What follows belongs to an exercise in optimizing a design on an open flow for small area and a short achievable clock period; a production flow would make more cautious choices.
RTL that was checked went through simulation tests only; none was proved equivalent to the original.
Power is estimated from default activity; no workload was simulated.

## job 736
==> flow/design.v (excerpt) <==
module vector_sequencer (
  input  logic                                   clk_i,
  input  logic                                   rst_ni,
  input  seq_pkg::seq_req_t                      seq_req_i,
  input  logic                                   seq_req_valid_i,
  output logic                                   seq_req_ready_o,
  output seq_pkg::seq_resp_t                     seq_resp_o,
  output logic                                   seq_resp_valid_o,
  output seq_pkg::pe_req_t                       pe_req_o,
  output logic                                   pe_req_valid_o,
  input  logic                                   pe_req_ready_i,
  input  logic [seq_pkg::NrUnits-1:0][seq_pkg::NrVInsn-1:0] pe_done_i,
  input  logic                                   addrgen_ack_i,
  input  logic                                   addrgen_error_i,
  input  logic [15:0]                            addrgen_error_vl_i,
  input  logic [31:0]                            scalar_resp_i,
  input  logic                                   scalar_resp_valid_i,
  output logic                                   scalar_resp_ready_o,
  output logic                                   seq_idle_o,
  output seq_pkg::vmask_t                        running_o,
  output logic [seq_pkg::NrVInsn-1:0][seq_pkg::NrVInsn-1:0] global_hazard_table_o
);
Size in the first run: ~1,500 cells after synthesis, roughly 310 flip-flops, about 0.017 mm2 of cells after synthesis.
Settings: LEC_CHECK=0, CAP_MARGIN=20, CORE_MARGIN=2, CORE_UTILIZATION=40, CTS_BUF_LIST=sky130_fd_sc_hd__clkbuf_4, SETUP_SLACK_MARGIN=3.6, SLEW_MARGIN=20; clock period 9.0 ns.
standard.sh (not shown) runs the stock make flow with config.mk's settings and CLKGATE_MAP_FILE= SYNTH_SCRIPT=/design/flow/synth_recipe.tcl, a recipe that flattens the netlist after the stock synthesis.
==> flow/flow/run.sh <==
#!/bin/bash
# Standard ORFS layout, with plain buffers on the ports instead of the
# delay buffers buffer_ports picks by default.
set -euo pipefail
export BUFFER_PORTS_ARGS="-buffer_cell sky130_fd_sc_hd__buf_1"
bash standard.sh finish > flow_standard.log 2>&1
The following lists how job 458 was set up differently from job 736:
diff --git a/flow/design.v b/flow/design.v
--- a/flow/design.v
+++ b/flow/design.v
@@ -206,22 +206,25 @@
         if (clr_2[j]) f2_q[j] <= 1'b0;
         if (clr_m[j]) fm_q[j] <= 1'b0;
       end
     end
   end
   logic [7:0][7:0] tbl_q;
   logic [7:0]      haz_all;
   assign haz_all = hazard_vs1 | hazard_vs2 | hazard_vm | hazard_vd;
-  always_ff @(posedge clk_i or negedge rst_ni) begin
-    if (!rst_ni) begin
-      tbl_q <= '0;
-    end else begin
-      for (int i = 0; i < 8; i++) begin
-        tbl_q[i] <= (issue_oh[i] ? haz_all : tbl_q[i]) & ~done_any;
+  for (genvar i = 0; i < 8; i++) begin : gen_tbl_row
+    for (genvar j = 0; j < 8; j++) begin : gen_tbl_col
+      if (i == j) begin : gen_diag
+        assign tbl_q[i][j] = 1'b0;
+      end else begin : gen_bit
+        always_ff @(posedge clk_i or negedge rst_ni) begin
+          if (!rst_ni) tbl_q[i][j] <= 1'b0;
+          else         tbl_q[i][j] <= (issue_oh[i] ? haz_all[j] : tbl_q[i][j]) & ~done_any[j];
+        end
       end
     end
   end
   assign global_hazard_table_o = tbl_q;
   logic [2:0] cnt0_q, cnt1_q;
   logic [1:0] cnt2_q, cnt3_q, cnt4_q;
   logic [4:0] up, down, room;
   always_comb begin
@@ -246,26 +249,43 @@
     end
   end
   assign room = {~cnt4_q[1], ~cnt3_q[1], ~cnt2_q[1], ~cnt1_q[2], ~cnt0_q[2]};
   logic wait_mem_q, wait_scal_q, idle_st, stalled, no_vec_src, blocked;
   logic is_mem, is_scal, pe_valid_q;
   assign idle_st    = ~wait_mem_q & ~wait_scal_q;
   assign stalled    = pe_valid_q & ~pe_req_ready_i;
   assign no_vec_src = ~rd1 & ~rd2 & ~rdm;
-  assign blocked    = no_vec_src & use_vd & |(haz_war | haz_waw);
+  logic [7:0] en_w, en_1, en_2;
+  logic [7:0] hit_w, hit_1, hit_2;
+  logic       v0_busy, vd_zero, hit;
+  assign en_w    = running_q & wf_q;
+  assign en_1    = running_q & f1_q;
+  assign en_2    = running_q & f2_q;
+  assign v0_busy = |(running_q & fm_q);
+  assign vd_zero = (vd == 5'd0);
+  always_comb begin
+    for (int j = 0; j < 8; j++) begin
+      hit_w[j] = en_w[j] & (rvd_q[j] == vd);
+      hit_1[j] = en_1[j] & (rs1_q[j] == vd);
+      hit_2[j] = en_2[j] & (rs2_q[j] == vd);
+    end
+  end
+  assign hit     = |{hit_w, hit_1, hit_2} | (v0_busy & vd_zero);
+  assign blocked = no_vec_src & use_vd & hit;
   assign is_mem     = (op == 4'd5) | (op == 4'd6);
   assign is_scal    = (op == 4'd9);
   assign issue = idle_st & seq_req_valid_i & ~stalled & ~vid_full &
                  room[unit] & ~blocked;
   logic mem_done, scal_done;
   assign mem_done  = wait_mem_q & addrgen_ack_i;
   assign scal_done = wait_scal_q & scalar_resp_valid_i;
   always_comb begin
-    if (idle_st) seq_req_ready_o = seq_req_valid_i ? (issue & ~is_mem & ~is_scal) : ~stalled;
+    if (idle_st) seq_req_ready_o = seq_req_valid_i ? (~stalled & ~vid_full & room[unit] & ~is_mem &
+                                                      ~is_scal & ~blocked) : ~stalled;
     else         seq_req_ready_o = mem_done | scal_done;
   end
   assign seq_resp_valid_o    = mem_done | scal_done;
   assign scalar_resp_ready_o = scal_done;
   assign seq_resp_o.resp     = wait_scal_q ? scalar_resp_i : 32'd0;
   assign seq_resp_o.error    = wait_mem_q & addrgen_error_i;
   assign seq_resp_o.error_vl = wait_mem_q ? addrgen_error_vl_i : 16'd0;
   always_ff @(posedge clk_i or negedge rst_ni) begin
==> notes.md <==
- Job 458 reached the final stage; the timing, DRC and antenna checks on its layout passed.
- The number of standard-cell rows in the floorplan number comes out lower for job 458 vs job 736.
- Between job 736 and job 458, the overall track demand over capacity in global routing is higher for job 736.
- Job 458 vs. job 736: area used by sequential logic in the layout fell 200 um2; setup slack down 0.18 ns; number of global-route vias before repair fell by 2.7%.
- Delta (job 458 minus job 736): clock-buffer cell count shows a reduction of about 6%; post-synthesis async set-or-reset flop share shows a reduction of 1.9 points.
- [job 458] proportion of total power due to net switching rose 2.4 points relative to job 736
- Taking job 736 as the reference, in job 458 achievable frequency now sits lower; final area now sits higher; core utilization now sits higher; normalized max-slew margin now sits lower.
- Worst hold margin, job 736 and job 458: smaller value in job 458
- Between job 736 and job 458, tap cell count decreased.
For job 458, only the layout was checked, not whether the RTL still works.

-- separate check: timing with driven ports --
In the flow no input, the clock included, has a driving cell. The finished layouts below were timed again as built, in two steps.
Step 1 (the two cells are an assumption about what drives the block):
set clk [get_ports {clk_i}]
set_driving_cell -lib_cell sky130_fd_sc_hd__clkbuf_16 $clk
set_driving_cell -lib_cell sky130_fd_sc_hd__buf_2 [delete_from_list [all_inputs] $clk]
Step 2 also shifts input and output timing later by t, the mid clock arrival at the registers, as if the neighbouring blocks saw the same clock.
Three values: no drivers, after step 1, after step 2; two values: the first two.
| run | t (ns) | setup slack, ns | latest minus earliest clock arrival (ns) | cell pins on the clock port's net |
|---|---|---|---|---|
| job 736 | 0.810 | 3.431 / 3.287 / 3.287 | 0.037 / 0.037 | 1 |
| job 458 | 0.821 | 3.248 / 3.168 / 3.168 | 0.066 / 0.066 | 1 |
After both steps setup and hold are still met in every run listed. The setup slack of job 736, which loses most, moves by -0.144 ns with the drivers and by -0.144 ns with both steps.
